This is an optimization exercise on Yosys and OpenROAD, whose aim is small area, a short achievable clock period and few clock cycles per item, not a production implementation. RTL that was checked went through simulation tests only; none was proved equivalent to the original. The RTL of run 1 was laid out without a check of its function.

==> flow/design.v, too long to show whole: its modules and the start of the top module <==
// module hsl2rgb_fa: 10 lines
// module hsl2rgb_ha: 9 lines
// module hsl2rgb_fa1: 9 lines
// module hsl2rgb_mul_c: 85 lines
// module hsl2rgb_add_q: 110 lines
// module hsl2rgb_mul_r: 196 lines
// module hsl2rgb_div_q: 123 lines
// module hsl2rgb_div_r: 138 lines
// module hsl2rgb_low: 49 lines
// module hsl_to_rgb_converter_unit: 134 lines
// module hsl2rgb_frac: 29 lines
// module hsl2rgb_pipe: 19 lines
module hsl_to_rgb_converter_unit
(
  input  logic             clk_i,
  input  logic             rst_ni,
  input  logic             in_valid_i,
  output logic             in_ready_o,
  input  logic [hsl2rgb_pkg::HueW-1:0]  hue_degrees_i,
  input  logic [hsl2rgb_pkg::PctW-1:0]  saturation_pct_i,
  input  logic [hsl2rgb_pkg::PctW-1:0]  lightness_pct_i,
  output logic             out_valid_o,
  input  logic             out_ready_i,
  output logic [hsl2rgb_pkg::ChanW-1:0] red_o,
  output logic [hsl2rgb_pkg::ChanW-1:0] green_o,
  output logic [hsl2rgb_pkg::ChanW-1:0] blue_o
);
  // ...
==> flow/flow/run.sh <==
#!/bin/bash
# Layout flow: the standard flow, with one netlist step between synthesis and floorplan.
# flow/polfix.py removes inverters around the full adders of the synthesized netlist by
# letting some full adders work on complemented signals (a full adder is self-dual); the
# registers and every other cell stay as synthesis made them.
set -euo pipefail
R=orfs/results/sky130hd/hsl_to_rgb_converter_unit/base
bash standard.sh synth > synth.log 2>&1
cp "$R/1_2_yosys.v" yosys_netlist.v
python3 flow/polfix.py yosys_netlist.v "$R/1_2_yosys.v" > polfix.log 2>&1
bash standard.sh > layout.log 2>&1
==> flow/flow/polfix.py <==
#!/usr/bin/env python3
"""Remove inverters around full adders of a mapped sky130 netlist.

A full adder is self-dual: FA(~a, ~b, ~c) = (~sum, ~carry). Each full adder may therefore
be fed the complements of its inputs and deliver the complements of its outputs. This
script collapses the netlist's inverter chains into (signal, polarity) pairs, picks for
each full adder whether it works on true or complemented signals so that fewer signals
need both polarities, and rewrites the netlist with one inverter per signal that still
needs its complement. The logic function of every net that leaves the inverter trees is
unchanged; registers and ports are untouched.

usage: polfix.py IN.v OUT.v
"""
import re
import sys
import collections

INV_AREA = 3.7536
# half adder implementations: (input parity, SUM parity, COUT parity, area, cells)
HA_OPTS = [
    (0, 0, 0, 12.512, 'ha_1', 'ha_1'),
    (0, 0, 1, 12.512, 'xor2_1', 'nand2_1'),
    (0, 1, 0, 15.014, 'xnor2_1', 'and2_1'),
    (0, 1, 1, 12.512, 'xnor2_1', 'nand2_1'),
    (1, 0, 0, 12.512, 'xor2_1', 'nor2_1'),
    (1, 0, 1, 15.014, 'xor2_1', 'or2_1'),
    (1, 1, 0, 12.512, 'xnor2_1', 'nor2_1'),
    (1, 1, 1, 15.014, 'xnor2_1', 'or2_1'),
]
OUTPINS = {'X', 'Y', 'Q', 'Q_N', 'SUM', 'COUT', 'HI', 'LO'}
CELL_RE = re.compile(r'^(\s*)(sky130_fd_sc_hd__\w+)\s+(\\\S+\s|\S+)\s*\((.*?)\);\n', re.M | re.S)
PIN_RE = re.compile(r'\.(\w+)\(\s*(\\\S+\s|[^()\s]*)\s*\)')


def norm(n):
    return n.strip()


def main(src, dst):
    txt = open(src).read()
    head_end = txt.index('endmodule')
    # ports: names declared input/output
    ports = set()
    for m in re.finditer(r'^\s*(input|output)\s+(\[[^\]]*\]\s*)?(\S+);', txt, re.M):
        ports.add(m.group(3))

    def protected(n):
        base = n.lstrip('\\').split('[')[0].strip()
        return base in ports or n in ports

    cells = []
    for m in CELL_RE.finditer(txt):
        pins = {}
        for pm in PIN_RE.finditer(m.group(4)):
            if pm.group(2).strip():
                pins[pm.group(1)] = norm(pm.group(2))
        cells.append({'typ': m.group(2), 'name': m.group(3), 'pins': pins,
                      'span': (m.start(), m.end()), 'indent': m.group(1)})
    assigns = re.findall(r'^\s*assign\s+(.*?)\s*=\s*(.*?);', txt, re.M)
    if assigns:
        raise SystemExit("netlist has assign statements; left unchanged")
    drv = {}
    for ci, c in enumerate(cells):
        for p, n in c['pins'].items():
            if p in OUTPINS:
                drv[n] = (ci, p)

    def is_inv(ci):
        c = cells[ci]
        return (c['typ'].split('__')[1].startswith('inv') and 'A' in c['pins'] and 'Y' in c['pins']
                and not protected(c['pins']['Y']))

    root = {}

    def find(n):
        if n in root:
            return root[n]
        d = drv.get(n)
        if d and is_inv(d[0]):
            r, par = find(cells[d[0]]['pins']['A'])
            root[n] = (r, par ^ 1)
        else:
            root[n] = (n, 0)
        return root[n]

    # loads per signal: (cell index or -1 for assigns, pin, parity of the connected net)
    loads = collections.defaultdict(list)
    for ci, c in enumerate(cells):
        if is_inv(ci):
            continue
        for p, n in c['pins'].items():
            if p in OUTPINS:
                continue
            r, par = find(n)
            loads[r].append((ci, p, par))

    def free(ci):
        return not any(protected(n) for p, n in cells[ci]['pins'].items() if p in OUTPINS)

    fas = [ci for ci, c in enumerate(cells) if re.search(r'__fa_1$', c['typ']) and free(ci)]
    has = [ci for ci, c in enumerate(cells) if re.search(r'__ha_1$', c['typ']) and free(ci)
           and 'A' in c['pins'] and 'B' in c['pins']]
    flip = {}      # full adder: works on complements
    hopt = {}      # half adder: index into HA_OPTS

    def produced(s):
        d = drv.get(s)
        if not d:
            return 0
        ci, pin = d
        if ci in hopt:
            o = HA_OPTS[hopt[ci]]
            return o[1] if pin == 'SUM' else o[2]
        return flip.get(ci, 0)

    def inpar(ci):
        if ci in hopt:
            return HA_OPTS[hopt[ci]][0]
        return flip.get(ci, 0)

    def cost(s):
        p = produced(s)
        for ci, pin, par in loads[s]:
            if (par ^ inpar(ci)) != p:
                return INV_AREA
        return 0.0

    def local(ci):
        a = sum(cost(x) for x in touch[ci])
        if ci in hopt:
            a += HA_OPTS[hopt[ci]][3]
        return a

    touch = collections.defaultdict(set)
    for s in list(loads.keys()):
        d = drv.get(s)
        if d:
            touch[d[0]].add(s)
        for ci, pin, par in loads[s]:
            if ci >= 0:
                touch[ci].add(s)
    before_inv = sum(1 for ci in range(len(cells)) if is_inv(ci))
    for h in has:
        hopt[h] = 0
    for _ in range(30):
        changed = False
        for f in fas:
            b = local(f)
            flip[f] = flip.get(f, 0) ^ 1
            if local(f) < b - 1e-9:
                changed = True
            else:
                flip[f] ^= 1
        for h in has:
            best, bo = local(h), hopt[h]
            for o in range(len(HA_OPTS)):
                hopt[h] = o
                v = local(h)
                if v < best - 1e-9:
                    best, bo = v, o
                    changed = True
            hopt[h] = bo
        if not changed:
            break

    # nets per (signal, parity)
    newnet = {}
    newcells = []

    flipnet = {}

    def prod_net(s):
        # outputs of a flipped adder carry the complement: give them new names
        if produced(s) == 0:
            return s
        if s not in flipnet:
            flipnet[s] = f"pol_f{len(flipnet)}"
        return flipnet[s]

    def net_for(s, par):
        if par == produced(s):
            return prod_net(s)
        if s not in newnet:
            k = len(newnet)
            newnet[s] = f"pol_n{k}"
            src_net = prod_net(s)
            newcells.append(f"  sky130_fd_sc_hd__inv_1 pol_i{k} (\n    .A({fmt(src_net)}),\n    .Y(pol_n{k})\n  );\n")
        return newnet[s]

    def fmt(n):
        return n + ' ' if n.startswith('\\') else n

    out = []
    hasplit = []
    pos = 0
    for ci, c in enumerate(cells):
        a, b = c['span']
        out.append(txt[pos:a])
        pos = b
        if is_inv(ci):
            continue
        pins = dict(c['pins'])
        for p, n in c['pins'].items():
            if p in OUTPINS:
                if produced(n):
                    pins[p] = prod_net(n)
                continue
            s, par = find(n)
            req = par ^ inpar(ci)
            pins[p] = net_for(s, req)
        if hopt.get(ci, 0):
            m, ps, pc, _, scell, ccell = HA_OPTS[hopt[ci]]
            k = len(hasplit)
            hasplit.append(ci)
            for cell, opin, key in ((scell, 'X' if scell in ('xor2_1',) else 'Y', 'SUM'),
                                    (ccell, 'X' if ccell in ('and2_1', 'or2_1') else 'Y', 'COUT')):
                if key not in pins:
                    continue
                out.append(f"{c['indent']}sky130_fd_sc_hd__{cell} pol_h{k}{key[0].lower()} (\n"
                           f"    .A({fmt(pins['A'])}),\n    .B({fmt(pins['B'])}),\n    .{opin}({fmt(pins[key])})\n  );\n")
            continue
        body = ",\n".join(f"    .{p}({fmt(n)})" for p, n in pins.items())
        out.append(f"{c['indent']}{c['typ']} {c['name'].strip()}{' ' if c['name'].startswith(chr(92)) else ''}(\n{body}\n  );\n")
    rest = txt[pos:]
    i = rest.index('endmodule')
    decl = "".join(f"  wire pol_n{k};\n" for k in range(len(newnet)))
    decl += "".join(f"  wire pol_f{k};\n" for k in range(len(flipnet)))
    rest = rest[:i] + decl + "".join(newcells) + rest[i:]
    open(dst, 'w').write("".join(out) + rest)
    print(f"full adders {len(fas)}, flipped {sum(flip.values())}; half adders {len(has)}, "
          f"remapped {len(hasplit)}; inverters {before_inv} -> {len(newnet)}")


if __name__ == '__main__':
    main(sys.argv[1], sys.argv[2])
==> flow/standard.sh <==
#!/bin/bash
# synth_recipe.tcl (not shown) runs the flow's synth.tcl, then flattens the netlist and writes it again
# the make line also repeats each setting of config.mk as NAME=value (left out here)
make -C /OpenROAD-flow-scripts/flow DESIGN_CONFIG=/design/flow/config.mk WORK_HOME=/design/flow/orfs CLKGATE_MAP_FILE= SYNTH_SCRIPT=/design/flow/synth_recipe.tcl "${@:-finish}"
==> flow/config.mk <==
export PLATFORM = sky130hd
export DESIGN_NAME = hsl_to_rgb_converter_unit
export DESIGN_NICKNAME = hsl_to_rgb_converter_unit
export VERILOG_FILES = /design/flow/design.v
export SDC_FILE = /design/flow/constraint.sdc
export NUM_CORES = 4
export LEC_CHECK = 0
export ABC_CLOCK_PERIOD_IN_PS = 4500
export CAP_MARGIN = 20
export CORE_MARGIN = 2
export CORE_UTILIZATION = 40
export SETUP_SLACK_MARGIN = 4.4
export SLEW_MARGIN = 20
==> flow/constraint.sdc <==
create_clock -name core_clock -period 9.5 [get_ports {clk_i}]
set_input_delay 1.9000 -clock core_clock [delete_from_list [all_inputs] [get_ports {clk_i}]]
set_output_delay 1.9000 -clock core_clock [all_outputs]
set_load 0.01 [all_outputs]
==> run_results.csv, run 1 <==
group,metric,value,unit
finish,flops_and_latches,147,
hold_path,hold_start,"u_cut_c.g_reg.q[0]",
sta,fin_crit,5.178,ns
routing,routed-via-count,10980,
routing,met1Wirelength,15390,um
yosys,netlist_instances,1509,
finish,seqAreaFraction,22.77,%
routing,top_layer_used,"met4",
sta,finalSetupViolCount,0,
finish,multi_input_area_share,62.82,%
critical_path,cp_cell_sequence,"buf_4, buf_6, xor2_4, nand2_2, fa_2, inv_2, fa_2, fa_1, fa_2, ha_4, a21o_1, a2111o_1, o21ai_2, o21ai_2, or4_1, a31o_1, a21oi_2, xnor2_1",
sta,setup_slack,4.322,ns
sta,tns,0,ns
sta,rsz0062_at_grt,"yes",
finish,final_layout_size_suffix_gt1_share,9.828,%
critical_path,path_class,"reg -> reg",
finish,largestRegisters,"u_cut_c.g_reg.q: 47 flops, u_cut_b.g_reg.q: 41 flops, u_cut_a.g_reg.q: 28 flops",
yosys,ys_warn_count,6,
clock_tree,htree_levels,4,
sta,fmax,193.1,MHz
outcome,status,"no timing/DRC/antenna violations",
critical_path,worstReg2RegStart,"u_cut_b.g_reg.q[3]",
finish,nNonClkInverters,138,
clock_tree,cts_root_buffer,"clkbuf_16",
finish,post-route-util,46.21,%
hold_path,min_path_type,"reg -> reg",
critical_path,crit_fanout,5,
critical_path,path_buf_inv,3,
placed_design,placed_area,17980,um2
finish,fillers,3799,
critical_path,critPathTopFamily,"adder cells",
routing,routedWlPerCell,15.82,um
clock_tree,cts_made_buffers,17,
critical_path,r2r_cells,18,
placed_design,hpwl,27950,um
run,cap_violations,0,
==> module hsl2rgb_mul_r, before the edit <==
module hsl2rgb_mul_r (
  input  logic [12:0] c_i,
  input  logic [4:0] a_i,
  input  logic [0:0] neg_i,
  input  logic [6:0] l_i,
  output logic [18:0] sum_o
);
  logic p0, p1, p2, p3, p4, p5, p6, p7, p8, p9, p10, p11;
  logic p12, p13, p14, p15, p16, p17, p18, p19, p20, p21, p22, p23;
  logic p24, p25, p26, p27, p28, p29, p30, p31, p32, p33, p34, p35;
  logic p36, p37, p38, p39, p40, p41, p42, p43, p44, p45, p46, p47;
  logic p48, p49, p50, p51, p52, p53, p54, p55, p56, p57, p58, p59;
  logic p60, p61, p62, p63, p64, p65, p66, p67, p68, p69, p70, p71;
  logic p72, p73, p74, p82, p83, p84, p85, p86, p87, p88, s1, y1;
  logic s2, y2, s3, y3, s4, y4, s5, y5, s6, y6, s7, y7;
  logic s8, y8, s9, y9, s10, y10, s11, y11, s12, y12, s13, y13;
  logic s14, y14, s15, y15, s16, y16, s17, y17, s18, y18, s19, y19;
  logic s20, y20, s21, y21, s22, y22, s23, y23, s24, y24, s25, y25;
  logic s26, y26, s27, y27, s28, y28, s29, y29, s30, y30, s31, y31;
  logic s32, y32, s33, y33, s34, y34, s35, y35, s36, y36, s37, y37;
  logic s38, y38, s39, y39, s40, y40, s41, y41, s42, y42, s43, y43;
  logic s44, y44, s45, y45, s46, y46, s47, y47, s48, y48, s49, y49;
  logic s50, y50, s51, y51, s52, y52, s53, y53, s54, y54, s55, y55;
  logic s56, y56, s57, y57, s58, y58, s59, y59, s60, y60, s61, y61;
  logic s62, y62, s63, y63, s64, y64, s65, y65, s66, y66, s67, y67;
  logic s68, y68, s69, y69, s70, y70, s71, y71, s72, y72, s73, y73;
  logic s74, y74, s75, y75, s76, y76, s77, y77, s78, y78, s79, y79;
  logic s80, y80;
  assign p0 = a_i[0] & (c_i[0] ^ neg_i[0]);
  assign p1 = a_i[0] & (c_i[1] ^ neg_i[0]);
  assign p2 = a_i[0] & (c_i[2] ^ neg_i[0]);
  assign p3 = a_i[0] & (c_i[3] ^ neg_i[0]);
  assign p4 = a_i[0] & (c_i[4] ^ neg_i[0]);
  assign p5 = a_i[0] & (c_i[5] ^ neg_i[0]);
  assign p6 = a_i[0] & (c_i[6] ^ neg_i[0]);
  assign p7 = a_i[0] & (c_i[7] ^ neg_i[0]);
  assign p8 = a_i[0] & (c_i[8] ^ neg_i[0]);
  assign p9 = a_i[0] & (c_i[9] ^ neg_i[0]);
  assign p10 = a_i[0] & (c_i[10] ^ neg_i[0]);
  assign p11 = a_i[0] & (c_i[11] ^ neg_i[0]);
  assign p12 = a_i[0] & (c_i[12] ^ neg_i[0]);
  assign p13 = ~(a_i[0] & neg_i[0]);
  assign p14 = a_i[0] & neg_i[0];
  assign p15 = a_i[1] & (c_i[0] ^ neg_i[0]);
  assign p16 = a_i[1] & (c_i[1] ^ neg_i[0]);
  assign p17 = a_i[1] & (c_i[2] ^ neg_i[0]);
  assign p18 = a_i[1] & (c_i[3] ^ neg_i[0]);
  assign p19 = a_i[1] & (c_i[4] ^ neg_i[0]);
  assign p20 = a_i[1] & (c_i[5] ^ neg_i[0]);
  assign p21 = a_i[1] & (c_i[6] ^ neg_i[0]);
  assign p22 = a_i[1] & (c_i[7] ^ neg_i[0]);
  assign p23 = a_i[1] & (c_i[8] ^ neg_i[0]);
  assign p24 = a_i[1] & (c_i[9] ^ neg_i[0]);
  assign p25 = a_i[1] & (c_i[10] ^ neg_i[0]);
  assign p26 = a_i[1] & (c_i[11] ^ neg_i[0]);
  assign p27 = a_i[1] & (c_i[12] ^ neg_i[0]);
  assign p28 = ~(a_i[1] & neg_i[0]);
  assign p29 = a_i[1] & neg_i[0];
  assign p30 = a_i[2] & (c_i[0] ^ neg_i[0]);
  assign p31 = a_i[2] & (c_i[1] ^ neg_i[0]);
  assign p32 = a_i[2] & (c_i[2] ^ neg_i[0]);
  assign p33 = a_i[2] & (c_i[3] ^ neg_i[0]);
  assign p34 = a_i[2] & (c_i[4] ^ neg_i[0]);
  assign p35 = a_i[2] & (c_i[5] ^ neg_i[0]);
  assign p36 = a_i[2] & (c_i[6] ^ neg_i[0]);
  assign p37 = a_i[2] & (c_i[7] ^ neg_i[0]);
  assign p38 = a_i[2] & (c_i[8] ^ neg_i[0]);
  assign p39 = a_i[2] & (c_i[9] ^ neg_i[0]);
  assign p40 = a_i[2] & (c_i[10] ^ neg_i[0]);
  assign p41 = a_i[2] & (c_i[11] ^ neg_i[0]);
  assign p42 = a_i[2] & (c_i[12] ^ neg_i[0]);
  assign p43 = ~(a_i[2] & neg_i[0]);
  assign p44 = a_i[2] & neg_i[0];
  assign p45 = a_i[3] & (c_i[0] ^ neg_i[0]);
  assign p46 = a_i[3] & (c_i[1] ^ neg_i[0]);
  assign p47 = a_i[3] & (c_i[2] ^ neg_i[0]);
  assign p48 = a_i[3] & (c_i[3] ^ neg_i[0]);
  assign p49 = a_i[3] & (c_i[4] ^ neg_i[0]);
  assign p50 = a_i[3] & (c_i[5] ^ neg_i[0]);
  assign p51 = a_i[3] & (c_i[6] ^ neg_i[0]);
  assign p52 = a_i[3] & (c_i[7] ^ neg_i[0]);
  assign p53 = a_i[3] & (c_i[8] ^ neg_i[0]);
  assign p54 = a_i[3] & (c_i[9] ^ neg_i[0]);
  assign p55 = a_i[3] & (c_i[10] ^ neg_i[0]);
  assign p56 = a_i[3] & (c_i[11] ^ neg_i[0]);
  assign p57 = a_i[3] & (c_i[12] ^ neg_i[0]);
  assign p58 = ~(a_i[3] & neg_i[0]);
  assign p59 = a_i[3] & neg_i[0];
  assign p60 = a_i[4] & (c_i[0] ^ neg_i[0]);
  assign p61 = a_i[4] & (c_i[1] ^ neg_i[0]);
  assign p62 = a_i[4] & (c_i[2] ^ neg_i[0]);
  assign p63 = a_i[4] & (c_i[3] ^ neg_i[0]);
  assign p64 = a_i[4] & (c_i[4] ^ neg_i[0]);
  assign p65 = a_i[4] & (c_i[5] ^ neg_i[0]);
  assign p66 = a_i[4] & (c_i[6] ^ neg_i[0]);
  assign p67 = a_i[4] & (c_i[7] ^ neg_i[0]);
  assign p68 = a_i[4] & (c_i[8] ^ neg_i[0]);
  assign p69 = a_i[4] & (c_i[9] ^ neg_i[0]);
  assign p70 = a_i[4] & (c_i[10] ^ neg_i[0]);
  assign p71 = a_i[4] & (c_i[11] ^ neg_i[0]);
  assign p72 = a_i[4] & (c_i[12] ^ neg_i[0]);
  assign p73 = ~(a_i[4] & neg_i[0]);
  assign p74 = a_i[4] & neg_i[0];
  assign p82 = ~l_i[0];
  assign p83 = ~l_i[1];
  assign p84 = ~l_i[2];
  assign p85 = ~l_i[3];
  assign p86 = ~l_i[4];
  assign p87 = ~l_i[5];
  assign p88 = ~l_i[6];
  hsl2rgb_ha u_s1 (.a_i(p3), .b_i(p17), .s_o(s1), .y_o(y1));
  hsl2rgb_fa u_s2 (.a_i(p4), .b_i(p18), .c_i(p32), .s_o(s2), .y_o(y2));
  hsl2rgb_ha u_s3 (.a_i(p5), .b_i(p19), .s_o(s3), .y_o(y3));
  hsl2rgb_fa u_s4 (.a_i(p6), .b_i(p20), .c_i(p34), .s_o(s4), .y_o(y4));
  hsl2rgb_ha u_s5 (.a_i(p48), .b_i(p62), .s_o(s5), .y_o(y5));
  hsl2rgb_fa u_s6 (.a_i(p7), .b_i(p21), .c_i(p35), .s_o(s6), .y_o(y6));
  hsl2rgb_ha u_s7 (.a_i(p49), .b_i(p63), .s_o(s7), .y_o(y7));
  hsl2rgb_fa u_s8 (.a_i(p8), .b_i(p22), .c_i(p36), .s_o(s8), .y_o(y8));
  hsl2rgb_ha u_s9 (.a_i(p50), .b_i(p64), .s_o(s9), .y_o(y9));
  hsl2rgb_fa u_s10 (.a_i(p9), .b_i(p23), .c_i(p37), .s_o(s10), .y_o(y10));
  hsl2rgb_ha u_s11 (.a_i(p51), .b_i(p65), .s_o(s11), .y_o(y11));
  hsl2rgb_fa u_s12 (.a_i(p10), .b_i(p24), .c_i(p38), .s_o(s12), .y_o(y12));
  hsl2rgb_ha u_s13 (.a_i(p52), .b_i(p66), .s_o(s13), .y_o(y13));
  hsl2rgb_fa u_s14 (.a_i(p11), .b_i(p25), .c_i(p39), .s_o(s14), .y_o(y14));
  hsl2rgb_ha u_s15 (.a_i(p53), .b_i(p67), .s_o(s15), .y_o(y15));
  hsl2rgb_fa u_s16 (.a_i(p12), .b_i(p26), .c_i(p40), .s_o(s16), .y_o(y16));
  hsl2rgb_fa u_s17 (.a_i(p54), .b_i(p68), .c_i(l_i[0]), .s_o(s17), .y_o(y17));
  hsl2rgb_fa u_s18 (.a_i(p13), .b_i(p27), .c_i(p41), .s_o(s18), .y_o(y18));
  hsl2rgb_ha u_s19 (.a_i(p55), .b_i(p69), .s_o(s19), .y_o(y19));
  hsl2rgb_fa u_s20 (.a_i(p28), .b_i(p42), .c_i(p56), .s_o(s20), .y_o(y20));
  hsl2rgb_fa u_s21 (.a_i(s1), .b_i(p31), .c_i(p45), .s_o(s21), .y_o(y21));
  hsl2rgb_fa u_s22 (.a_i(y1), .b_i(s2), .c_i(p46), .s_o(s22), .y_o(y22));
  hsl2rgb_ha u_s23 (.a_i(p60), .b_i(p74), .s_o(s23), .y_o(y23));
  hsl2rgb_fa u_s24 (.a_i(y2), .b_i(s3), .c_i(p33), .s_o(s24), .y_o(y24));
  hsl2rgb_fa u_s25 (.a_i(p47), .b_i(p61), .c_i(p84), .s_o(s25), .y_o(y25));
  hsl2rgb_fa u_s26 (.a_i(y3), .b_i(s4), .c_i(s5), .s_o(s26), .y_o(y26));
  hsl2rgb_fa1 u_s27 (.a_i(p82), .b_i(p85), .s_o(s27), .y_o(y27));
  hsl2rgb_fa u_s28 (.a_i(y4), .b_i(y5), .c_i(s6), .s_o(s28), .y_o(y28));
  hsl2rgb_fa u_s29 (.a_i(s7), .b_i(p83), .c_i(p86), .s_o(s29), .y_o(y29));
  hsl2rgb_fa u_s30 (.a_i(y6), .b_i(y7), .c_i(s8), .s_o(s30), .y_o(y30));
  hsl2rgb_fa u_s31 (.a_i(s9), .b_i(p84), .c_i(p87), .s_o(s31), .y_o(y31));
  hsl2rgb_fa u_s32 (.a_i(y8), .b_i(y9), .c_i(s10), .s_o(s32), .y_o(y32));
  hsl2rgb_fa u_s33 (.a_i(s11), .b_i(p85), .c_i(p88), .s_o(s33), .y_o(y33));
  hsl2rgb_fa u_s34 (.a_i(y10), .b_i(y11), .c_i(s12), .s_o(s34), .y_o(y34));
  hsl2rgb_fa u_s35 (.a_i(s13), .b_i(p82), .c_i(p86), .s_o(s35), .y_o(y35));
  hsl2rgb_fa u_s36 (.a_i(y12), .b_i(y13), .c_i(s14), .s_o(s36), .y_o(y36));
  hsl2rgb_fa u_s37 (.a_i(s15), .b_i(p83), .c_i(p87), .s_o(s37), .y_o(y37));
  hsl2rgb_fa u_s38 (.a_i(y14), .b_i(y15), .c_i(s16), .s_o(s38), .y_o(y38));
  hsl2rgb_fa u_s39 (.a_i(s17), .b_i(p84), .c_i(p88), .s_o(s39), .y_o(y39));
  hsl2rgb_fa u_s40 (.a_i(y16), .b_i(y17), .c_i(s18), .s_o(s40), .y_o(y40));
  hsl2rgb_fa u_s41 (.a_i(s19), .b_i(l_i[1]), .c_i(p85), .s_o(s41), .y_o(y41));
  hsl2rgb_fa u_s42 (.a_i(y18), .b_i(y19), .c_i(s20), .s_o(s42), .y_o(y42));
  hsl2rgb_fa u_s43 (.a_i(p70), .b_i(l_i[2]), .c_i(p86), .s_o(s43), .y_o(y43));
  hsl2rgb_fa u_s44 (.a_i(y20), .b_i(p43), .c_i(p57), .s_o(s44), .y_o(y44));
  hsl2rgb_fa u_s45 (.a_i(p71), .b_i(l_i[3]), .c_i(p87), .s_o(s45), .y_o(y45));
  hsl2rgb_fa u_s46 (.a_i(p58), .b_i(p72), .c_i(l_i[4]), .s_o(s46), .y_o(y46));
  hsl2rgb_ha u_s47 (.a_i(p2), .b_i(p16), .s_o(s47), .y_o(y47));
  hsl2rgb_fa u_s48 (.a_i(s21), .b_i(p59), .c_i(p82), .s_o(s48), .y_o(y48));
  hsl2rgb_fa u_s49 (.a_i(y21), .b_i(s22), .c_i(s23), .s_o(s49), .y_o(y49));
  hsl2rgb_fa u_s50 (.a_i(y22), .b_i(y23), .c_i(s24), .s_o(s50), .y_o(y50));
  hsl2rgb_fa u_s51 (.a_i(y24), .b_i(y25), .c_i(s26), .s_o(s51), .y_o(y51));
  hsl2rgb_fa u_s52 (.a_i(y26), .b_i(y27), .c_i(s28), .s_o(s52), .y_o(y52));
  hsl2rgb_fa u_s53 (.a_i(y28), .b_i(y29), .c_i(s30), .s_o(s53), .y_o(y53));
  hsl2rgb_fa u_s54 (.a_i(y30), .b_i(y31), .c_i(s32), .s_o(s54), .y_o(y54));
  hsl2rgb_fa u_s55 (.a_i(y32), .b_i(y33), .c_i(s34), .s_o(s55), .y_o(y55));
  hsl2rgb_fa u_s56 (.a_i(y34), .b_i(y35), .c_i(s36), .s_o(s56), .y_o(y56));
  hsl2rgb_fa u_s57 (.a_i(y36), .b_i(y37), .c_i(s38), .s_o(s57), .y_o(y57));
  hsl2rgb_fa u_s58 (.a_i(y38), .b_i(y39), .c_i(s40), .s_o(s58), .y_o(y58));
  hsl2rgb_fa u_s59 (.a_i(y40), .b_i(y41), .c_i(s42), .s_o(s59), .y_o(y59));
  hsl2rgb_fa u_s60 (.a_i(y42), .b_i(y43), .c_i(s44), .s_o(s60), .y_o(y60));
  hsl2rgb_fa u_s61 (.a_i(y44), .b_i(y45), .c_i(s46), .s_o(s61), .y_o(y61));
  hsl2rgb_fa u_s62 (.a_i(y46), .b_i(p73), .c_i(l_i[5]), .s_o(s62), .y_o(y62));
  hsl2rgb_ha u_s63 (.a_i(p1), .b_i(p15), .s_o(s63), .y_o(y63));
  hsl2rgb_fa u_s64 (.a_i(s47), .b_i(p30), .c_i(p44), .s_o(s64), .y_o(y64));
  hsl2rgb_fa1 u_s65 (.a_i(y47), .b_i(s48), .s_o(s65), .y_o(y65));
  hsl2rgb_fa u_s66 (.a_i(y48), .b_i(s49), .c_i(p83), .s_o(s66), .y_o(y66));
  hsl2rgb_fa u_s67 (.a_i(y49), .b_i(s50), .c_i(s25), .s_o(s67), .y_o(y67));
  hsl2rgb_fa u_s68 (.a_i(y50), .b_i(s51), .c_i(s27), .s_o(s68), .y_o(y68));
  hsl2rgb_fa u_s69 (.a_i(y51), .b_i(s52), .c_i(s29), .s_o(s69), .y_o(y69));
  hsl2rgb_fa u_s70 (.a_i(y52), .b_i(s53), .c_i(s31), .s_o(s70), .y_o(y70));
  hsl2rgb_fa u_s71 (.a_i(y53), .b_i(s54), .c_i(s33), .s_o(s71), .y_o(y71));
  hsl2rgb_fa u_s72 (.a_i(y54), .b_i(s55), .c_i(s35), .s_o(s72), .y_o(y72));
  hsl2rgb_fa u_s73 (.a_i(y55), .b_i(s56), .c_i(s37), .s_o(s73), .y_o(y73));
  hsl2rgb_fa u_s74 (.a_i(y56), .b_i(s57), .c_i(s39), .s_o(s74), .y_o(y74));
  hsl2rgb_fa u_s75 (.a_i(y57), .b_i(s58), .c_i(s41), .s_o(s75), .y_o(y75));
  hsl2rgb_fa u_s76 (.a_i(y58), .b_i(s59), .c_i(s43), .s_o(s76), .y_o(y76));
  hsl2rgb_fa u_s77 (.a_i(y59), .b_i(s60), .c_i(s45), .s_o(s77), .y_o(y77));
  hsl2rgb_fa u_s78 (.a_i(y60), .b_i(s61), .c_i(p88), .s_o(s78), .y_o(y78));
  hsl2rgb_fa1 u_s79 (.a_i(y61), .b_i(s62), .s_o(s79), .y_o(y79));
  hsl2rgb_ha u_s80 (.a_i(y62), .b_i(l_i[6]), .s_o(s80), .y_o(y80));
  logic [18:0] r0, r1, sum;
  assign r0 = {y79, y78, y77, y76, y75, y74, y73, y72, y71, y70, y69, y68, y67, y66, y65, y64, y63, s63, p0};
  assign r1 = {s80, s79, s78, s77, s76, s75, s74, s73, s72, s71, s70, s69, s68, s67, s66, s65, s64, p29, p14};
  assign sum = r0 + r1;
  assign sum_o = sum[18:0];
endmodule
==> module hsl_to_rgb_converter_unit, before the edit <==
module hsl_to_rgb_converter_unit
(
  input  logic             clk_i,
  input  logic             rst_ni,
  input  logic             in_valid_i,
  output logic             in_ready_o,
  input  logic [hsl2rgb_pkg::HueW-1:0]  hue_degrees_i,
  input  logic [hsl2rgb_pkg::PctW-1:0]  saturation_pct_i,
  input  logic [hsl2rgb_pkg::PctW-1:0]  lightness_pct_i,
  output logic             out_valid_o,
  input  logic             out_ready_i,
  output logic [hsl2rgb_pkg::ChanW-1:0] red_o,
  output logic [hsl2rgb_pkg::ChanW-1:0] green_o,
  output logic [hsl2rgb_pkg::ChanW-1:0] blue_o
);
  localparam bit CutA = 1'b1;
  localparam bit CutB = 1'b1;
  localparam bit CutC = 1'b1;
  localparam bit CutD = 1'b1;
  localparam bit [3:0] Cut = {CutD, CutC, CutB, CutA};
  logic [4:0] vin;    
  logic [4:0] en;     
  assign vin[0] = in_valid_i;
  assign en[4]  = out_ready_i;
  logic [3:0] v;      
  for (genvar i = 0; i < 4; i++) begin : g_valid
    if (Cut[i]) begin : g_reg
      logic v_q;
      always_ff @(posedge clk_i or negedge rst_ni) begin
        if (!rst_ni) begin
          v_q <= 1'b0;
        end else if (en[i]) begin
          v_q <= vin[i];
        end
      end
      assign vin[i+1] = v_q;
      assign v[i]     = v_q;
    end else begin : g_wire
      assign vin[i+1] = vin[i];
      assign v[i]     = 1'b0;
    end
    assign en[i] = out_ready_i || !(&(v[3:i] | ~Cut[3:i]));
  end
  logic [3:0] ld;
  for (genvar i = 0; i < 4; i++) begin : g_load
    assign ld[i] = en[i] && vin[i];
  end
  assign in_ready_o  = en[0];
  assign out_valid_o = vin[4];
  logic [2:0] sec;     
  logic [5:0] w;       
  logic [6:0] s, l, m;
  logic [4:0] a;       
  logic       neg;     
  logic [6:0] g;
  logic [3:0] k, gm;
  assign g = hue_degrees_i[8:2];
  always_comb begin
    k = 4'd0;
    for (int i = 1; i <= 8; i++) begin
      if (g >= 7'(15 * i)) k = 4'(i);
    end
  end
  assign gm  = 4'(g - 7'(k * 4'd15));
  assign w   = {gm, hue_degrees_i[1:0]};
  assign sec = (k >= 4'd6) ? 3'(k - 4'd6) : 3'(k);
  assign a   = 5'((w >= 6'd30) ? w - 6'd30 : 6'd30 - w);
  assign neg = (w < 6'd30) ^ sec[0];
  assign s = (saturation_pct_i > hsl2rgb_pkg::PctMax) ? hsl2rgb_pkg::PctMax : saturation_pct_i;
  assign l = (lightness_pct_i  > hsl2rgb_pkg::PctMax) ? hsl2rgb_pkg::PctMax : lightness_pct_i;
  assign m = (l < hsl2rgb_pkg::PctHalf) ? l : hsl2rgb_pkg::PctMax - l;
  logic [5:0] ma;
  logic [6:0] sa, la;
  logic [4:0] aa;
  logic       nega;
  logic [2:0] seca;
  hsl2rgb_pipe #(.W(29), .EN(CutA)) u_cut_a (
    .clk_i, .en_i(ld[0]),
    .d_i({m[5:0], s, l, a, neg, sec}),
    .q_o({ma, sa, la, aa, nega, seca})
  );
  logic [12:0] c;
  logic [13:0] q;
  hsl2rgb_mul_c u_mul_c (.m_i(ma), .s_i(sa), .sum_o(c));
  hsl2rgb_add_q u_add_q (.m_i(ma), .s_i(sa), .l_i(la), .sum_o(q));
  logic [12:0] cb;
  logic [13:0] qb;
  logic [6:0]  lb;
  logic [4:0]  ab;
  logic        negb;
  logic [2:0]  secb;
  hsl2rgb_pipe #(.W(43), .EN(CutB)) u_cut_b (
    .clk_i, .en_i(ld[1]),
    .d_i({c, q, la, aa, nega, seca}),
    .q_o({cb, qb, lb, ab, negb, secb})
  );
  logic [18:0] r;
  hsl2rgb_mul_r u_mul_r (.c_i(cb), .a_i(ab), .neg_i(negb), .l_i(lb), .sum_o(r));
  logic [17:0] yq;
  hsl2rgb_div_q u_div_q (.q_i(qb), .sum_o(yq));
  logic [18:0] rc;
  logic [17:0] yqc;
  logic [6:0]  lc;
  logic [2:0]  secc;
  hsl2rgb_pipe #(.W(47), .EN(CutC)) u_cut_c (
    .clk_i, .en_i(ld[2]),
    .d_i({r, yq, lb, secb}),
    .q_o({rc, yqc, lc, secc})
  );
  logic [7:0]  lq, lp, lr;
  logic [3:0]  tens;
  logic [9:0]  thr;
  assign lq = yqc[17:10];
  hsl2rgb_div_r u_div_r (.r_i(rc), .sum_o(lr));
  hsl2rgb_frac u_frac (.l_i(lc), .tens_o(tens), .thr_o(thr));
  hsl2rgb_low  u_low  (.l_i(lc), .tens_i(tens), .thr_i(thr), .yq_i(yqc), .sum_o(lp));
  logic [7:0] lqd, lpd, lrd;
  logic [2:0] secd;
  hsl2rgb_pipe #(.W(27), .EN(CutD)) u_cut_d (
    .clk_i, .en_i(ld[3]),
    .d_i({lq, lp, lr, secc}),
    .q_o({lqd, lpd, lrd, secd})
  );
  always_comb begin
    case (secd)
      3'd0:    begin red_o = lqd; green_o = lrd; blue_o = lpd; end
      3'd1:    begin red_o = lrd; green_o = lqd; blue_o = lpd; end
      3'd2:    begin red_o = lpd; green_o = lqd; blue_o = lrd; end
      3'd3:    begin red_o = lpd; green_o = lrd; blue_o = lqd; end
      3'd4:    begin red_o = lrd; green_o = lpd; blue_o = lqd; end
      default: begin red_o = lqd; green_o = lpd; blue_o = lrd; end
    endcase
  end
endmodule
==> inputs of run 2 (changes only) <==
--- a/flow/design.v
+++ b/flow/design.v
@@ -229,7 +229,7 @@
   assign sum_o = sum[13:0];
 endmodule
 module hsl2rgb_mul_r (
-  input  logic [12:0] c_i,
+  input  logic [12:0] cx_i,
   input  logic [4:0] a_i,
   input  logic [0:0] neg_i,
   input  logic [6:0] l_i,
@@ -256,79 +256,79 @@
   logic s68, y68, s69, y69, s70, y70, s71, y71, s72, y72, s73, y73;
   logic s74, y74, s75, y75, s76, y76, s77, y77, s78, y78, s79, y79;
   logic s80, y80;
-  assign p0 = a_i[0] & (c_i[0] ^ neg_i[0]);
-  assign p1 = a_i[0] & (c_i[1] ^ neg_i[0]);
-  assign p2 = a_i[0] & (c_i[2] ^ neg_i[0]);
-  assign p3 = a_i[0] & (c_i[3] ^ neg_i[0]);
-  assign p4 = a_i[0] & (c_i[4] ^ neg_i[0]);
-  assign p5 = a_i[0] & (c_i[5] ^ neg_i[0]);
-  assign p6 = a_i[0] & (c_i[6] ^ neg_i[0]);
-  assign p7 = a_i[0] & (c_i[7] ^ neg_i[0]);
-  assign p8 = a_i[0] & (c_i[8] ^ neg_i[0]);
-  assign p9 = a_i[0] & (c_i[9] ^ neg_i[0]);
-  assign p10 = a_i[0] & (c_i[10] ^ neg_i[0]);
-  assign p11 = a_i[0] & (c_i[11] ^ neg_i[0]);
-  assign p12 = a_i[0] & (c_i[12] ^ neg_i[0]);
+  assign p0 = a_i[0] & cx_i[0];
+  assign p1 = a_i[0] & cx_i[1];
+  assign p2 = a_i[0] & cx_i[2];
+  assign p3 = a_i[0] & cx_i[3];
+  assign p4 = a_i[0] & cx_i[4];
+  assign p5 = a_i[0] & cx_i[5];
+  assign p6 = a_i[0] & cx_i[6];
+  assign p7 = a_i[0] & cx_i[7];
+  assign p8 = a_i[0] & cx_i[8];
+  assign p9 = a_i[0] & cx_i[9];
+  assign p10 = a_i[0] & cx_i[10];
+  assign p11 = a_i[0] & cx_i[11];
+  assign p12 = a_i[0] & cx_i[12];
   assign p13 = ~(a_i[0] & neg_i[0]);
   assign p14 = a_i[0] & neg_i[0];
-  assign p15 = a_i[1] & (c_i[0] ^ neg_i[0]);
-  assign p16 = a_i[1] & (c_i[1] ^ neg_i[0]);
-  assign p17 = a_i[1] & (c_i[2] ^ neg_i[0]);
-  assign p18 = a_i[1] & (c_i[3] ^ neg_i[0]);
-  assign p19 = a_i[1] & (c_i[4] ^ neg_i[0]);
-  assign p20 = a_i[1] & (c_i[5] ^ neg_i[0]);
-  assign p21 = a_i[1] & (c_i[6] ^ neg_i[0]);
-  assign p22 = a_i[1] & (c_i[7] ^ neg_i[0]);
-  assign p23 = a_i[1] & (c_i[8] ^ neg_i[0]);
-  assign p24 = a_i[1] & (c_i[9] ^ neg_i[0]);
-  assign p25 = a_i[1] & (c_i[10] ^ neg_i[0]);
-  assign p26 = a_i[1] & (c_i[11] ^ neg_i[0]);
-  assign p27 = a_i[1] & (c_i[12] ^ neg_i[0]);
+  assign p15 = a_i[1] & cx_i[0];
+  assign p16 = a_i[1] & cx_i[1];
+  assign p17 = a_i[1] & cx_i[2];
+  assign p18 = a_i[1] & cx_i[3];
+  assign p19 = a_i[1] & cx_i[4];
+  assign p20 = a_i[1] & cx_i[5];
+  assign p21 = a_i[1] & cx_i[6];
+  assign p22 = a_i[1] & cx_i[7];
+  assign p23 = a_i[1] & cx_i[8];
+  assign p24 = a_i[1] & cx_i[9];
+  assign p25 = a_i[1] & cx_i[10];
+  assign p26 = a_i[1] & cx_i[11];
+  assign p27 = a_i[1] & cx_i[12];
   assign p28 = ~(a_i[1] & neg_i[0]);
   assign p29 = a_i[1] & neg_i[0];
-  assign p30 = a_i[2] & (c_i[0] ^ neg_i[0]);
-  assign p31 = a_i[2] & (c_i[1] ^ neg_i[0]);
-  assign p32 = a_i[2] & (c_i[2] ^ neg_i[0]);
-  assign p33 = a_i[2] & (c_i[3] ^ neg_i[0]);
-  assign p34 = a_i[2] & (c_i[4] ^ neg_i[0]);
-  assign p35 = a_i[2] & (c_i[5] ^ neg_i[0]);
-  assign p36 = a_i[2] & (c_i[6] ^ neg_i[0]);
-  assign p37 = a_i[2] & (c_i[7] ^ neg_i[0]);
-  assign p38 = a_i[2] & (c_i[8] ^ neg_i[0]);
-  assign p39 = a_i[2] & (c_i[9] ^ neg_i[0]);
-  assign p40 = a_i[2] & (c_i[10] ^ neg_i[0]);
-  assign p41 = a_i[2] & (c_i[11] ^ neg_i[0]);
-  assign p42 = a_i[2] & (c_i[12] ^ neg_i[0]);
+  assign p30 = a_i[2] & cx_i[0];
+  assign p31 = a_i[2] & cx_i[1];
+  assign p32 = a_i[2] & cx_i[2];
+  assign p33 = a_i[2] & cx_i[3];
+  assign p34 = a_i[2] & cx_i[4];
+  assign p35 = a_i[2] & cx_i[5];
+  assign p36 = a_i[2] & cx_i[6];
+  assign p37 = a_i[2] & cx_i[7];
+  assign p38 = a_i[2] & cx_i[8];
+  assign p39 = a_i[2] & cx_i[9];
+  assign p40 = a_i[2] & cx_i[10];
+  assign p41 = a_i[2] & cx_i[11];
+  assign p42 = a_i[2] & cx_i[12];
   assign p43 = ~(a_i[2] & neg_i[0]);
   assign p44 = a_i[2] & neg_i[0];
-  assign p45 = a_i[3] & (c_i[0] ^ neg_i[0]);
-  assign p46 = a_i[3] & (c_i[1] ^ neg_i[0]);
-  assign p47 = a_i[3] & (c_i[2] ^ neg_i[0]);
-  assign p48 = a_i[3] & (c_i[3] ^ neg_i[0]);
-  assign p49 = a_i[3] & (c_i[4] ^ neg_i[0]);
-  assign p50 = a_i[3] & (c_i[5] ^ neg_i[0]);
-  assign p51 = a_i[3] & (c_i[6] ^ neg_i[0]);
-  assign p52 = a_i[3] & (c_i[7] ^ neg_i[0]);
-  assign p53 = a_i[3] & (c_i[8] ^ neg_i[0]);
-  assign p54 = a_i[3] & (c_i[9] ^ neg_i[0]);
-  assign p55 = a_i[3] & (c_i[10] ^ neg_i[0]);
-  assign p56 = a_i[3] & (c_i[11] ^ neg_i[0]);
-  assign p57 = a_i[3] & (c_i[12] ^ neg_i[0]);
+  assign p45 = a_i[3] & cx_i[0];
+  assign p46 = a_i[3] & cx_i[1];
+  assign p47 = a_i[3] & cx_i[2];
+  assign p48 = a_i[3] & cx_i[3];
+  assign p49 = a_i[3] & cx_i[4];
+  assign p50 = a_i[3] & cx_i[5];
+  assign p51 = a_i[3] & cx_i[6];
+  assign p52 = a_i[3] & cx_i[7];
+  assign p53 = a_i[3] & cx_i[8];
+  assign p54 = a_i[3] & cx_i[9];
+  assign p55 = a_i[3] & cx_i[10];
+  assign p56 = a_i[3] & cx_i[11];
+  assign p57 = a_i[3] & cx_i[12];
   assign p58 = ~(a_i[3] & neg_i[0]);
   assign p59 = a_i[3] & neg_i[0];
-  assign p60 = a_i[4] & (c_i[0] ^ neg_i[0]);
-  assign p61 = a_i[4] & (c_i[1] ^ neg_i[0]);
-  assign p62 = a_i[4] & (c_i[2] ^ neg_i[0]);
-  assign p63 = a_i[4] & (c_i[3] ^ neg_i[0]);
-  assign p64 = a_i[4] & (c_i[4] ^ neg_i[0]);
-  assign p65 = a_i[4] & (c_i[5] ^ neg_i[0]);
-  assign p66 = a_i[4] & (c_i[6] ^ neg_i[0]);
-  assign p67 = a_i[4] & (c_i[7] ^ neg_i[0]);
-  assign p68 = a_i[4] & (c_i[8] ^ neg_i[0]);
-  assign p69 = a_i[4] & (c_i[9] ^ neg_i[0]);
-  assign p70 = a_i[4] & (c_i[10] ^ neg_i[0]);
-  assign p71 = a_i[4] & (c_i[11] ^ neg_i[0]);
-  assign p72 = a_i[4] & (c_i[12] ^ neg_i[0]);
+  assign p60 = a_i[4] & cx_i[0];
+  assign p61 = a_i[4] & cx_i[1];
+  assign p62 = a_i[4] & cx_i[2];
+  assign p63 = a_i[4] & cx_i[3];
+  assign p64 = a_i[4] & cx_i[4];
+  assign p65 = a_i[4] & cx_i[5];
+  assign p66 = a_i[4] & cx_i[6];
+  assign p67 = a_i[4] & cx_i[7];
+  assign p68 = a_i[4] & cx_i[8];
+  assign p69 = a_i[4] & cx_i[9];
+  assign p70 = a_i[4] & cx_i[10];
+  assign p71 = a_i[4] & cx_i[11];
+  assign p72 = a_i[4] & cx_i[12];
   assign p73 = ~(a_i[4] & neg_i[0]);
   assign p74 = a_i[4] & neg_i[0];
   assign p82 = ~l_i[0];
@@ -819,7 +819,7 @@
   logic [13:0] q;
   hsl2rgb_mul_c u_mul_c (.m_i(ma), .s_i(sa), .sum_o(c));
   hsl2rgb_add_q u_add_q (.m_i(ma), .s_i(sa), .l_i(la), .sum_o(q));
-  logic [12:0] cb;
+  logic [12:0] cxb;     
   logic [13:0] qb;
   logic [6:0]  lb;
   logic [4:0]  ab;
@@ -827,11 +827,11 @@
   logic [2:0]  secb;
   hsl2rgb_pipe #(.W(43), .EN(CutB)) u_cut_b (
     .clk_i, .en_i(ld[1]),
-    .d_i({c, q, la, aa, nega, seca}),
-    .q_o({cb, qb, lb, ab, negb, secb})
+    .d_i({c ^ {13{nega}}, q, la, aa, nega, seca}),
+    .q_o({cxb, qb, lb, ab, negb, secb})
   );
   logic [18:0] r;
-  hsl2rgb_mul_r u_mul_r (.c_i(cb), .a_i(ab), .neg_i(negb), .l_i(lb), .sum_o(r));
+  hsl2rgb_mul_r u_mul_r (.cx_i(cxb), .a_i(ab), .neg_i(negb), .l_i(lb), .sum_o(r));
   logic [17:0] yq;
   hsl2rgb_div_q u_div_q (.q_i(qb), .sum_o(yq));
   logic [18:0] rc;
--- a/flow/flow/polfix.py
+++ b/flow/flow/polfix.py
@@ -16,6 +16,7 @@
 import collections
 
 INV_AREA = 3.7536
+RESTARTS = 800
 # half adder implementations: (input parity, SUM parity, COUT parity, area, cells)
 HA_OPTS = [
     (0, 0, 0, 12.512, 'ha_1', 'ha_1'),
@@ -140,9 +141,54 @@
             if ci >= 0:
                 touch[ci].add(s)
     before_inv = sum(1 for ci in range(len(cells)) if is_inv(ci))
+    import random
+    rng = random.Random(1)
+
+    def total():
+        return sum(cost(x) for x in loads) + sum(HA_OPTS[hopt[h]][3] for h in has)
+
+    def greedy():
+        for _ in range(30):
+            changed = False
+            for f in fas:
+                b = local(f)
+                flip[f] = flip.get(f, 0) ^ 1
+                if local(f) < b - 1e-9:
+                    changed = True
+                else:
+                    flip[f] ^= 1
+            for h in has:
+                best, bo = local(h), hopt[h]
+                for o in range(len(HA_OPTS)):
+                    hopt[h] = o
+                    v = local(h)
+                    if v < best - 1e-9:
+                        best, bo = v, o
+                        changed = True
+                hopt[h] = bo
+            if not changed:
+                break
+
     for h in has:
         hopt[h] = 0
-    for _ in range(30):
+    greedy()
+    best_t, best_state = total(), (dict(flip), dict(hopt))
+    for trial in range(RESTARTS):
+        # perturb: flip a random tenth of the adders, then descend again
+        for f in fas:
+            if rng.random() < 0.1:
+                flip[f] = flip.get(f, 0) ^ 1
+        for h in has:
+            if rng.random() < 0.1:
+                hopt[h] = rng.randrange(len(HA_OPTS))
+        greedy()
+        t = total()
+        if t < best_t - 1e-9:
+            best_t, best_state = t, (dict(flip), dict(hopt))
+        else:
+            flip.clear(); flip.update(best_state[0]); hopt.clear(); hopt.update(best_state[1])
+    flip.clear(); flip.update(best_state[0]); hopt.clear(); hopt.update(best_state[1])
+    for _ in range(0):
         changed = False
         for f in fas:
             b = local(f)
==> run_results.csv, run 2 <==
group,metric,value,unit
outcome,status,"no timing/DRC/antenna violations",
die,num_rows,74,
routing,routedWlPerCell,15.53,um
grt,grt_util_all_layers,15.79,%
clock_tree,cts_made_buffers,17,
clock_tree,clk_latency,0.44,ns
critical_path,worstReg2RegStart,"u_cut_b.g_reg.q[34]",
clock_tree,cts-hold-fix-buffers,0,
sta,finalSetupViolCount,0,
critical_path,cp.required,9.68,ns
sta,maxSlewViolCount,0,
placed_design,port_buffers,52,
yosys,synth_fp_nets,1894,
die,start_util,40.71,%
routing,drt_iter0_markers,467,
finish,fillers,3755,
sta,worstMarginPinSlew,0.9713,ns
critical_path,crit_fanout,5,
die,io_pins,53,
sta,tns,0,ns
routing,viasPerCell,5.065,
finish,antenna_cells,0,
sta,fin_crit,4.963,ns
die,die_w,208.3,um
sta,slew_headroom,35.24,%
placed_design,gp_congestion,0.8723,
finish,layout.nets,1986,
finish,post-route-util,45.95,%
sta,rsz0062_at_grt,"yes",
yosys,netlist_instances,1503,
critical_path,cp-end-kind,"flop",
critical_path,crit_arrival,5.14,ns
die,core_area,41020,um2
grt,grt-ovfl-total,0,
clock_tree,path_clk_slew,0.06,ns
finish,top_register,"u_cut_c.g_reg.q",
finish,largest_register_ffs,47,
yosys,syn_area,16700,um2
hold_path,min_path_type,"reg -> reg",
yosys,avgSynthCellArea,11.11,um2
routing,antenna_left,0,
sta,clock_skew,0.01034,ns
grt,grt_pass1_wl,55130,um
grt,first_global_vias,11290,
clock_tree,clock_sinks,149,
sta,finalCritPeriodShare,52.24,%
sta,hold_viol_final,0,
routing,totalWireLength,33220,um
clock_tree,cts_tree,"done",
critical_path,crit_end,"u_cut_c.g_reg.q[45]",
critical_path,r2r_cells,14,
routing,drc,0,
finish,final_layout_size_suffix_gt1_share,7.778,%
critical_path,path_class,"reg -> reg",
critical_path,crit_start,"u_cut_b.g_reg.q[34]",
die,die_area,43400,um2
clock_tree,clock_path_buffers,2,
critical_path,crit_path_start_kind,"flop",
grt,grt_start_max_net_pins,48,
finish,largestRegisters,"u_cut_c.g_reg.q: 47 flops, u_cut_b.g_reg.q: 43 flops, u_cut_a.g_reg.q: 28 flops",
grt,antenna_found_initial,0,
routing,routed-via-count,10840,
placed_design,hpwl,27010,um
sta,fmax,201.5,MHz
finish,final_cell_mix,"fa_1 (236), edfxtp_1 (145), ha_1 (126)",
clock_tree,htree_levels,4,
run,cap_violations,0,
finish,layout_commonest_cell,"fa_1",
finish,synthToLayoutAreaGrowth,12.86,%
critical_path,r2r_setup_slack,4.54,ns
yosys,ys_warn_count,6,
die,die_y,208.3,um
clock_tree,cts_root_buffer,"clkbuf_16",
critical_path,r2r_end,"u_cut_c.g_reg.q[45]",
routing,dr.pass1.iters,5,
[run 2: repair_timing]
action                                  in CTS  in global routing
gates cloned                                 0                  1
endpoints found under the setup margin      29                 27
pin swaps                                    1                  5
gates resized for setup                      6                 16
setup buffers                               19                 28
[run 2: critical path, cell delays in order, from the launching register on]
cell and delay [ns]:
edfxtp_1 0.44, nand2_1 0.11, fa_1 0.52, fa_1 0.53
inv_1 0.06, fa_1 0.52, fa_1 0.42, ha_1 0.35
o21a_1 0.14, o41a_1 0.36, or4_1 0.46, a31o_1 0.26
a211oi_2 0.28, a21oi_1 0.11, xor2_1 0.16
[run 2: worst min path at each step]
stage               cells past startpoint                  to               start
CTS                                     0  u_cut_b.g_reg.q[7]  u_cut_a.g_reg.q[7]
finish                                  0  u_cut_d.g_reg.q[2]  u_cut_c.g_reg.q[2]
global route                            0  u_cut_d.g_reg.q[1]  u_cut_c.g_reg.q[1]
floorplan                               0  u_cut_b.g_reg.q[0]  u_cut_a.g_reg.q[0]
detailed placement                      0  u_cut_b.g_reg.q[7]  u_cut_a.g_reg.q[7]
global placement                        0  u_cut_b.g_reg.q[1]  u_cut_a.g_reg.q[1]
[run 2: layout make-up]
cell class | count | area (um2) | share of cell area [%]
clock inverters | 14 | 142.6 | 0.7568
well taps | 532 | 665.6 | 3.532
clock buffers | 17 | 425.4 | 2.257
flip-flops and latches | 149 | 4454 | 23.63
repair buffers | 102 | 900.9 | 4.780
multi-input cells | 1209 | 11820 | 62.73
inverters | 116 | 435.4 | 2.310
[run 2: per-stage QoR]
stage	cell area [um2]	hold WS (ns)	setup WS, ns	cells
final	18850	0.4187	4.537	2139
after global routing	18850	0.4255	4.326	2139
after CTS	18540	0.4211	4.372	2110
after detailed placement	17800	0.4056	3.984	2060
after global placement	17800	0.4048	4.153	2060
after floorplan	16700	0.4003	4.638	1503
[run 2: layer usage]
| layer | wire, um | share of wire, % | GRT usage, % |
|---|---|---|---|
| met2 | 15870 | 48 | 26.53 |
| met4 | 767 | 2.3 | 5.383 |
| met5 | 0 | 0 | 0 |
| met3 | 1029 | 3.1 | 2.672 |
| met1 | 15550 | 47 | 20.73 |
Testbench counts of run 2, summed over its fixed seeds: cycles 12,032, items 12,000.
==> inputs of run 3 (changes only) <==
==> flow/flow/run.sh (replaced) <==
#!/bin/bash
# Layout flow: the standard flow, with one netlist step between synthesis and floorplan.
# flow/polfix.py removes inverters around the full and half adders of the synthesized
# netlist (full adders are self-dual, so some may work on complemented signals); the
# registers and every other cell stay as synthesis made them. Each tool's output goes to
# a log of its own: synth.log, polfix.log, layout.log.
set -euo pipefail
R=orfs/results/sky130hd/hsl_to_rgb_converter_unit/base
bash standard.sh synth > synth.log 2>&1
cp "$R/1_2_yosys.v" yosys_netlist.v
python3 flow/polfix.py yosys_netlist.v "$R/1_2_yosys.v" > polfix.log 2>&1
bash standard.sh > layout.log 2>&1
--- a/flow/flow/polfix.py
+++ b/flow/flow/polfix.py
@@ -1,13 +1,15 @@
 #!/usr/bin/env python3
-"""Remove inverters around full adders of a mapped sky130 netlist.
+"""Remove inverters around the full and half adders of a mapped sky130 netlist.
 
 A full adder is self-dual: FA(~a, ~b, ~c) = (~sum, ~carry). Each full adder may therefore
-be fed the complements of its inputs and deliver the complements of its outputs. This
-script collapses the netlist's inverter chains into (signal, polarity) pairs, picks for
-each full adder whether it works on true or complemented signals so that fewer signals
-need both polarities, and rewrites the netlist with one inverter per signal that still
-needs its complement. The logic function of every net that leaves the inverter trees is
-unchanged; registers and ports are untouched.
+be fed the complements of its inputs and deliver the complements of its outputs. A half
+adder may likewise be rebuilt from an xor2/xnor2 and a nand2/nor2/and2/or2 so that it takes
+complemented inputs or delivers either output complemented. This script collapses the
+netlist's inverter chains into (signal, polarity) pairs, chooses these options to reduce
+the area of the inverters and half adders (a greedy descent with seeded random restarts,
+so the result is reproducible), and rewrites the netlist with one inverter per signal that
+still needs its complement. Every net that leaves the adders keeps its logic function;
+registers, ports and all other cells are untouched.
 
 usage: polfix.py IN.v OUT.v
 """
--- a/flow/config.mk
+++ b/flow/config.mk
@@ -9,5 +9,6 @@
 export CAP_MARGIN = 20
 export CORE_MARGIN = 2
 export CORE_UTILIZATION = 40
+export CTS_BUF_LIST = sky130_fd_sc_hd__clkbuf_4 sky130_fd_sc_hd__clkbuf_8
 export SETUP_SLACK_MARGIN = 4.4
 export SLEW_MARGIN = 20
==> run_results.csv, run 3 <==
group,metric,value,unit
outcome,status,"no timing/DRC/antenna violations",
critical_path,slowest_stage,"fa_1",
placed_design,gp_congestion,0.8723,
critical_path,cp.required,9.71,ns
critical_path,crit_top_cell,"fa_1",
sta,finalCritPeriodShare,52.35,%
grt,grt_start_max_net_pins,48,
yosys,netlist_instances,1503,
hold_path,min_path_type,"reg -> reg",
grt,grt_util_all_layers,15.71,%
grt,grt-ovfl-total,0,
die,core_area,41020,um2
sta,fmax,201.1,MHz
finish,ff_latch_area,4454,um2
finish,largest_register_ffs,47,
finish,final_cell_mix,"fa_1 (236), edfxtp_1 (145), ha_1 (126)",
finish,multi_input_area,11830,um2
finish,largestRegisters,"u_cut_c.g_reg.q: 47 flops, u_cut_b.g_reg.q: 43 flops, u_cut_a.g_reg.q: 28 flops",
grt,antenna_found_initial,0,
finish,final_layout_size_suffix_gt1_share,7.611,%
clock_tree,cts_root_buffer,"clkbuf_8",
finish,layout_commonest_cell,"fa_1",
yosys,syn_area,16700,um2
clock_tree,htree_levels,4,
critical_path,r2r_end,"u_cut_c.g_reg.q[45]",
clock_tree,cts_tree,"done",
critical_path,crit_end,"u_cut_c.g_reg.q[45]",
yosys,ys_warn_count,6,
sta,slew_headroom,35.32,%
finish,antenna_cells,0,
critical_path,slowest_delay,0.53,ns
routing,routedWlPerCell,15.49,um
critical_path,crit_fanout,7,
placed_design,hpwl,27010,um
finish,synthToLayoutAreaGrowth,11.56,%
critical_path,path_class,"reg -> reg",
run,cap_violations,0,
clock_tree,clock_sinks,149,
sta,worstMarginPinSlew,0.9702,ns
die,die_w,208.3,um
routing,viasPerCell,5.070,
die,start_util,40.71,%
clock_tree,cts_made_buffers,17,
routing,routed-via-count,10820,
die,num_rows,74,
routing,drt_iter0_markers,496,
die,die_area,43400,um2
finish,top_register,"u_cut_c.g_reg.q",
grt,first_global_vias,11250,
critical_path,cp_cell_sequence,"nand2_1, fa_1, fa_1, inv_1, fa_1, fa_1, ha_1, o21a_1, o41a_1, or4_4, a31o_1, a211oi_2, a21oi_1, xor2_1",
sta,finalSetupViolCount,0,
critical_path,worstReg2RegStart,"u_cut_b.g_reg.q[5]",
clock_tree,clock_path_buffers,2,
critical_path,r2r_setup_slack,4.53,ns
sta,maxSlewViolCount,0,
placed_design,port_buffers,52,
placed_design,placed_area,17800,um2
critical_path,cp-end-kind,"flop",
routing,dr.pass1.iters,5,
critical_path,crit_start,"u_cut_b.g_reg.q[5]",
clock_tree,clk_latency,0.46,ns
routing,antenna_left,0,
yosys,avgSynthCellArea,11.11,um2
finish,layout.nets,1982,
sta,tns,0,ns
routing,totalWireLength,33080,um
sta,hold_slack,0.4208,ns
sta,hold_viol_final,0,
sta,rsz0062_at_grt,"yes",
sta,clock_skew,0.01728,ns
finish,fin_area,18630,um2
finish,fillers,3781,
sta,fin_crit,4.974,ns
critical_path,crit_arrival,5.19,ns
critical_path,r2r_cells,14,
clock_tree,cts-hold-fix-buffers,0,
die,die_y,208.3,um
routing,drc,0,
clock_tree,path_clk_slew,0.09,ns
finish,post-route-util,45.42,%
yosys,synth_fp_nets,1894,
grt,grt_pass1_wl,54940,um
critical_path,crit_path_start_kind,"flop",
die,io_pins,53,
run 3: through the flow:
step                      setup slack (ns)  cells
after floorplan                      4.638   1503
after global placement               4.153   2060
after detailed placement             3.984   2060
after CTS                            4.372   2109
after global routing                 4.359   2135
final                                4.526   2135
run 3: routing by layer:
layer	vias to the layer above	global-route usage (%)	share of wire (%)
met2	186	26.41	48
met1	5302	20.67	47
met3	45	2.596	3.1
met5	-	0	0
met4	0	5.284	2.1
li1	5291	-	-
run 3: how the worst min path moves through the flow:
stage                    endpoint  slack, ns               start  cells past startpoint
2_1_floorplan  u_cut_b.g_reg.q[0]       0.40  u_cut_a.g_reg.q[0]                      0
6_report       u_cut_d.g_reg.q[2]       0.42  u_cut_c.g_reg.q[2]                      0
3_3_place_gp   u_cut_b.g_reg.q[1]       0.40  u_cut_a.g_reg.q[1]                      0
3_5_place_dp   u_cut_b.g_reg.q[7]       0.41  u_cut_a.g_reg.q[7]                      0
5_1_grt        u_cut_d.g_reg.q[1]       0.43  u_cut_c.g_reg.q[1]                      0
4_1_cts        u_cut_b.g_reg.q[7]       0.43  u_cut_a.g_reg.q[7]                      0
run 3: area by class of cell:
type	instances	area share (%)
clock buffer	17	1.256
inverter	116	2.337
tap	532	3.573
timing repair buffer	98	4.674
clock inverter	14	0.7656
multi-input combinational	1209	63.49
sequential	149	23.91
run 3: critical path: cells and delay by family (launching register included):
family          cells  cell delay (ns)
buf+inv             1             0.06
xor+xnor            1             0.16
fa+ha+maj           5             2.27
compound gates      5             1.16
flops               1             0.50
simple gates        2             0.58
run 3: repair_timing:
item	4_1_cts	5_1_grt
gates resized for setup	6	17
setup endpoints to repair	31	27
pin swaps	1	5
gates cloned	0	1
setup buffers	18	25
==> inputs of run 4 (changes only) <==
--- a/flow/config.mk
+++ b/flow/config.mk
@@ -9,6 +9,5 @@
 export CAP_MARGIN = 20
 export CORE_MARGIN = 2
 export CORE_UTILIZATION = 40
-export CTS_BUF_LIST = sky130_fd_sc_hd__clkbuf_4 sky130_fd_sc_hd__clkbuf_8
-export SETUP_SLACK_MARGIN = 4.4
+export SETUP_SLACK_MARGIN = 4.6
 export SLEW_MARGIN = 20
==> run_results.csv, run 4 <==
group,metric,value,unit
finish,layout.nets,2020,
critical_path,worstReg2RegStart,"u_cut_b.g_reg.q[5]",
die,num_rows,74,
grt,grt_start_max_net_pins,48,
routing,routedWlPerCell,15.64,um
sta,finalCritPeriodShare,51.19,%
critical_path,crit_path_start_kind,"flop",
finish,fin_area,19250,um2
critical_path,r2r_end,"u_cut_c.g_reg.q[45]",
placed_design,port_buffers,52,
critical_path,crit_fanout,3,
sta,fmax,205.6,MHz
grt,grt_util_all_layers,16.01,%
hold_path,whs_path_depth,0,
routing,totalWireLength,34000,um
finish,layout_commonest_cell,"fa_1",
critical_path,cp.required,9.68,ns
clock_tree,clock_path_buffers,2,
finish,top_register,"u_cut_c.g_reg.q",
critical_path,path_class,"reg -> reg",
die,core_area,41020,um2
finish,final_layout_size_suffix_gt1_share,10.97,%
finish,largestRegisters,"u_cut_c.g_reg.q: 47 flops, u_cut_b.g_reg.q: 43 flops, u_cut_a.g_reg.q: 28 flops",
sta,finalSetupViolCount,0,
clock_tree,cts_tree,"done",
finish,synthToLayoutAreaGrowth,15.25,%
grt,grt_pass1_wl,55860,um
finish,antenna_cells,0,
placed_design,placed_area,17800,um2
clock_tree,cts_made_buffers,17,
critical_path,crit_arrival,5.04,ns
placed_design,gp_congestion,0.8723,
sta,rsz0062_at_grt,"yes",
critical_path,r2r_cells,15,
routing,antenna_left,0,
routing,dr.pass1.iters,4,
yosys,syn_area,16700,um2
die,start_util,40.71,%
hold_path,hold_start,"u_cut_c.g_reg.q[2]",
die,io_pins,53,
sta,maxSlewViolCount,0,
clock_tree,htree_levels,4,
run,cap_violations,0,
routing,drc,0,
finish,largest_register_ffs,47,
die,die_y,208.3,um
hold_path,hold_end,"u_cut_d.g_reg.q[2]",
clock_tree,path_clk_slew,0.07,ns
sta,hold_viol_final,0,
yosys,netlist_instances,1503,
sta,clock_skew,0.01043,ns
die,die_area,43400,um2
hold_path,min_path_type,"reg -> reg",
routing,routed-via-count,10940,
sta,slew_headroom,33.66,%
finish,final_cell_mix,"fa_1 (233), edfxtp_1 (145), ha_1 (122)",
yosys,synth_fp_nets,1894,
sta,tns,0,ns
yosys,avgSynthCellArea,11.11,um2
routing,drt_iter0_markers,530,
critical_path,cp-end-kind,"flop",
critical_path,r2r_setup_slack,4.64,ns
clock_tree,clock_sinks,149,
clock_tree,cts_root_buffer,"clkbuf_16",
routing,viasPerCell,5.033,
grt,antenna_found_initial,0,
yosys,ys_warn_count,6,
outcome,status,"no timing/DRC/antenna violations",
sta,worstMarginPinSlew,0.9951,ns
die,die_w,208.3,um
sta,fin_crit,4.863,ns
grt,grt-ovfl-total,0,
grt,first_global_vias,11420,
clock_tree,clk_latency,0.44,ns
placed_design,hpwl,27010,um
-- run 4: worst max path at each step --
stage	start	end	slack [ns]
final	u_cut_b.g_reg.q[5]	u_cut_c.g_reg.q[45]	4.64
after global routing	u_cut_c.g_reg.q[9]	u_cut_d.g_reg.q[18]	4.45
after CTS	u_cut_c.g_reg.q[9]	u_cut_d.g_reg.q[18]	4.46
after detailed placement	u_cut_c.g_reg.q[7]	u_cut_d.g_reg.q[18]	3.98
after global placement	hue_degrees_i[3]	u_cut_a.g_reg.q[8]	4.15
after floorplan	u_cut_c.g_reg.q[9]	u_cut_d.g_reg.q[18]	4.64
-- run 4: through the flow --
step                      utilization [%]  cells  hold slack (ns)  setup slack (ns)
final                               46.92   2173           0.4181             4.637
after global routing                46.92   2173           0.4255             4.449
after CTS                           45.60   2125           0.4211             4.461
after detailed placement            43.39   2060           0.4056             3.984
after global placement              43.39   2060           0.4048             4.153
after floorplan                         -   1503           0.4003             4.638
-- run 4: cell type report --
| type | count | area [um2] |
|---|---|---|
| Tap cell | 532 | 665.6 |
| Clock inverter | 14 | 142.6 |
| Sequential cell | 149 | 4454 |
| Inverter | 116 | 439.2 |
| Timing Repair Buffer | 137 | 1162 |
| Fill cell | 3721 | 21770 |
| Clock buffer | 17 | 425.4 |
| Multi-Input combinational cell | 1208 | 11960 |
-- run 4: worst max-delay path: stages, from the launching register on --
cell	delay, ns
edfxtp_1	0.41
buf_4	0.15
nand2_2	0.07
fa_1	0.44
fa_1	0.53
inv_1	0.06
fa_1	0.47
fa_1	0.54
ha_4	0.22
o21a_1	0.12
o41a_1	0.42
or4_4	0.44
a31o_1	0.25
a211oi_2	0.23
a21oi_1	0.11
xor2_1	0.15
-- run 4: per-layer routing --
layer	global-route usage [%]	share of wire, %	up-vias
met3	2.657	3.0	49
met2	27.09	48	183
met5	0	0	-
li1	-	-	5364
met1	20.94	47	5340
met4	5.309	2.1	0
-- run 4: repair_timing --
action | 4_1_cts | 5_1_grt
buffers inserted | 34 | 48
endpoints found under the setup margin | 40 | 34
gates resized for setup | 16 | 35
hold buffers | 0 | 0
pin swaps | 10 | 39

## re-timing with driven ports
The results above use ideal ports. As a check the final layouts listed here were re-extracted and re-timed, cells and wires unchanged. Step 1, drivers: a clkbuf_16 drives clk_i and a buf_2 each remaining input, both assumed. Step 2, shift: input delay + t, output delay - t, t = (earliest + latest rising clock arrival at the registers) / 2. This alone moves slack from input paths to output paths. Slacks: no drivers / after step 1 / after step 2; pairs: no drivers / after step 1.
| run | shift t [ns] | slack for setup (ns) | worst setup path at the end | clock arrival spread, ns | worst data-port slew with drivers (ns) |
|---|---|---|---|---|---|
| run 1 | 0.483 | 4.322 / 4.322 / 4.322 | register to register | 0.007 / 0.007 | 0.05 |
| run 2 | 0.484 | 4.537 / 4.537 / 4.298 | input to register | 0.010 / 0.011 | 0.05 |
| run 3 | 0.503 | 4.526 / 4.526 / 4.275 | input to register | 0.020 / 0.020 | 0.05 |
| run 4 | 0.487 | 4.637 / 4.637 / 4.433 | input to register | 0.011 / 0.011 | 0.05 |
After both steps every run listed still meets setup and hold. For run 3, which loses most, drivers alone change the setup slack by 0.000 ns; drivers and shift together by -0.251 ns.
